From an optimization exercise on the open Yosys and OpenROAD flow, aimed at a short achievable clock period and few clock cycles; shortcuts taken in it are not production practice.
RTL that was checked went through simulation tests only; none was proved equivalent to the original.
The flow treats the clock pin as an ideal source. Dropping or thinning the clock tree relies on that and would not hold on a real chip.
Power figures rest on the tool's default switching activity, not on a simulated workload.

## round_robin_task_scheduler
module round_robin_task_scheduler #(
    parameter int TASKS      = rrts_pkg::D_TASKS,
    parameter int MAILBOXES  = rrts_pkg::D_MAILBOXES,
    parameter int FIFO_DEPTH = rrts_pkg::D_FIFO_DEPTH,
    parameter int MSG_WIDTH  = rrts_pkg::D_MSG_WIDTH
) (
    input  logic                        i_clk,
    input  logic                        i_rst_n,
    input  logic                        i_cfg_we,
    input  logic [rrts_pkg::CFG_W-1:0]  i_cfg_data,
    input  logic                        i_cmd_valid,
    output logic                        o_cmd_ready,
    input  logic [rrts_pkg::CMD_W-1:0]  i_cmd_cmd,
    input  logic [rrts_pkg::TASK_W-1:0] i_cmd_target_task,
    input  logic [rrts_pkg::BOX_W-1:0]  i_cmd_box,
    input  logic [rrts_pkg::MSG_W-1:0]  i_cmd_message,
    output logic                        o_res_valid,
    input  logic                        i_res_ready,
    output logic [rrts_pkg::TASK_W-1:0] o_res_next_task,
    output logic                        o_res_all_idle,
    output logic                        o_res_ret_valid,
    output logic [rrts_pkg::MSG_W-1:0]  o_res_ret_message,
    output logic                        o_res_wake_valid,
    output logic [rrts_pkg::TASK_W-1:0] o_res_wake_task,
    output logic [rrts_pkg::MSG_W-1:0]  o_res_wake_message,
    output logic                        o_res_dropped,
    output logic                        o_res_recv_refused
);
    localparam int NT = 16;
    localparam int NB = 4;
    localparam int FD = 8;
    localparam int MW = 16;
    localparam int RES_W = 2 * rrts_pkg::TASK_W + 2 * rrts_pkg::MSG_W + 5;
    logic r_rst_n;
  ...
For scale: ~3300 cells after synthesis, about 1200 flip-flops.
Settings: LEC_CHECK=0, ABC_CLOCK_PERIOD_IN_PS=2000, CAP_MARGIN=20, CORE_MARGIN=2, CORE_UTILIZATION=40, SETUP_SLACK_MARGIN=5, SLEW_MARGIN=20; clock period 8.0 ns.
standard.sh (not shown) runs the stock make flow with config.mk's settings and CLKGATE_MAP_FILE= SYNTH_SCRIPT=/design/flow/synth_recipe.tcl, a recipe that flattens the netlist after the stock synthesis.
==> flow/flow/run.sh <==
#!/bin/bash
set -euo pipefail
MARGIN=6
sed -E "s/SETUP_SLACK_MARGIN=[0-9.]+/SETUP_SLACK_MARGIN=${MARGIN}/" standard.sh > standard_tight.sh
grep -q "SETUP_SLACK_MARGIN=${MARGIN}" standard_tight.sh
export PRE_CTS_TCL="$PWD/flow/cts_hook.tcl"
bash standard_tight.sh > standard_tight.log 2>&1
Other scripts of this flow, unchanged in this note and not shown: flow/flow/cts_hook.tcl, flow/flow/mytree.tcl
The starting point produced a clean layout.
Then changed:
--- a/flow/design.v
+++ b/flow/design.v
@@ -126,17 +126,17 @@
         end
     end
     logic          r_ready;
     logic          accept;
     logic          c_v, c_start, c_fse, c_wakeup;
     logic [NB-1:0] c_send, c_recv;
     logic [NT-1:0] c_tgt;
     logic [MW-1:0] c_msg;
-    assign accept = i_cmd_valid && r_ready;
+    assign accept = i_cmd_valid && (r_inflight != 3'd5);
     always_ff @(posedge i_clk) begin
         c_v      <= i_rst_n && accept;
         c_start  <= i_rst_n && accept && (i_cmd_cmd == rrts_pkg::CMD_START);
         c_fse    <= i_rst_n && accept && ((i_cmd_cmd == rrts_pkg::CMD_FAULT) ||
                                           (i_cmd_cmd == rrts_pkg::CMD_EXIT) ||
                                           (i_cmd_cmd == rrts_pkg::CMD_SLEEP));
         c_wakeup <= i_rst_n && accept && (i_cmd_cmd == rrts_pkg::CMD_WAKEUP);
         for (int b = 0; b < NB; b++) begin
@@ -300,16 +300,19 @@
         w_res.recv_refused = r_ref;
     end
     localparam int QD = 5;
     logic [RES_W-1:0] r_q [QD];
     logic [QD-1:0]    r_qwr, r_qrd;   
     logic [QD-1:0]    r_qv;           
     rrts_pkg::t_res   r_head;
     logic [2:0]       r_inflight;     
+    logic [2:0]       r_qc;           
+    logic             r_ovalid;       
+    logic [2:0]       qc_keep, qc_next;
     logic             take;
     logic [RES_W-1:0] q_first, q_second, h_keep, h_next;
     logic [QD-1:0]    qv_keep, qv_next;
     logic [2:0]       if_0, if_a, if_t, if_at;
     logic             rdy_0, rdy_a, rdy_t, rdy_at;
     assign take = i_res_ready && r_qv[0];
     always_comb begin
         q_first  = '0;
@@ -323,16 +326,18 @@
         for (int j = 0; j < QD; j++) begin
             qv_keep[j] = r_qv[j] || (r_rv && ((j == 0) || r_qv[(j == 0) ? 0 : j-1]));
             if (j < QD - 1) begin
                 qv_next[j] = r_qv[(j < QD - 1) ? j+1 : j] || (r_rv && r_qv[j]);
             end else begin
                 qv_next[j] = r_rv && r_qv[j];
             end
         end
+        qc_keep = r_qc + 3'(r_rv);
+        qc_next = r_qc + 3'(r_rv) - 3'd1;
         if_0   = r_inflight;
         if_a   = r_inflight + 3'd1;
         if_t   = r_inflight - 3'd1;
         if_at  = r_inflight;
         rdy_0  = (if_0  < 3'd5);
         rdy_a  = (if_a  < 3'd5);
         rdy_t  = (if_t  < 3'd5);
         rdy_at = (if_at < 3'd5);
@@ -341,17 +346,21 @@
         for (int j = 0; j < QD; j++) begin
             if (r_rv && r_qwr[j]) r_q[j] <= w_res;
         end
         r_head <= i_res_ready ? h_next : h_keep;
         if (!r_rst_n) begin
             r_qwr <= 5'd1;
             r_qrd <= 5'd1;
             r_qv  <= '0;
+            r_qc     <= '0;
+            r_ovalid <= 1'b0;
         end else begin
+            r_qc     <= take ? qc_next : qc_keep;
+            r_ovalid <= take ? (qc_next != 3'd0) : (qc_keep != 3'd0);
             if (r_rv) r_qwr <= {r_qwr[QD-2:0], r_qwr[QD-1]};
             if (take) r_qrd <= {r_qrd[QD-2:0], r_qrd[QD-1]};
             r_qv <= take ? qv_next : qv_keep;
         end
         if (!i_rst_n) begin
             r_inflight <= '0;
             r_ready    <= 1'b1;
         end else begin
@@ -359,17 +368,17 @@
                 2'b00: begin r_inflight <= if_0;  r_ready <= rdy_0;  end
                 2'b10: begin r_inflight <= if_a;  r_ready <= rdy_a;  end
                 2'b01: begin r_inflight <= if_t;  r_ready <= rdy_t;  end
                 default: begin r_inflight <= if_at; r_ready <= rdy_at; end
             endcase
         end
     end
     assign o_cmd_ready = r_ready;
-    assign o_res_valid        = r_qv[0];
+    assign o_res_valid        = r_ovalid;
     assign o_res_next_task    = r_head.next_task;
     assign o_res_all_idle     = r_head.all_idle;
     assign o_res_ret_valid    = r_head.ret_valid;
     assign o_res_ret_message  = r_head.ret_message;
     assign o_res_wake_valid   = r_head.wake_valid;
     assign o_res_wake_task    = r_head.wake_task;
     assign o_res_wake_message = r_head.wake_message;
     assign o_res_dropped      = r_head.dropped;
What happened: The new run completed with no timing, DRC or antenna violations; sequential cell count is higher by 4; hold slack degrades by 0.015 ns; register-to-register slack gains 0.10 ns; sequential share of layout area falls by 0.51 points; total power grows by 0.96%.
Testbench counts after the change, summed over its fixed seeds: cycles 9,707.
No functional check of the RTL was part of the first run of this note. In every run of this note, the design's own scripts or RTL, not TritonCTS, make the clock network.

-- separate check: timing with driven ports --
In the flow no input, the clock included, has a driving cell. The finished layouts below were timed again as built, in two steps.
Step 1: set_driving_cell puts a clkbuf_16 on i_clk and a buf_2 on each other input, an assumption about the parent block.
Step 2 moves the port delays by t, midway between the first and last clock arrival at a register: inputs arrive t later, outputs are due t later. That takes back most of the time a late clock gives input paths.
Slacks: ideal / step 1 / step 2; pairs: ideal / step 1.
run	t (ns)	setup slack, ns	clock arrival spread, ns
the first run	0.601	5.399 / 5.260 / 5.201	0.036 / 0.036
the second run	0.611	5.428 / 5.282 / 5.097	0.051 / 0.051
After both steps every run listed still meets setup and hold. For the second run, which loses most, drivers alone change the setup slack by -0.146 ns; drivers and shift together by -0.331 ns.
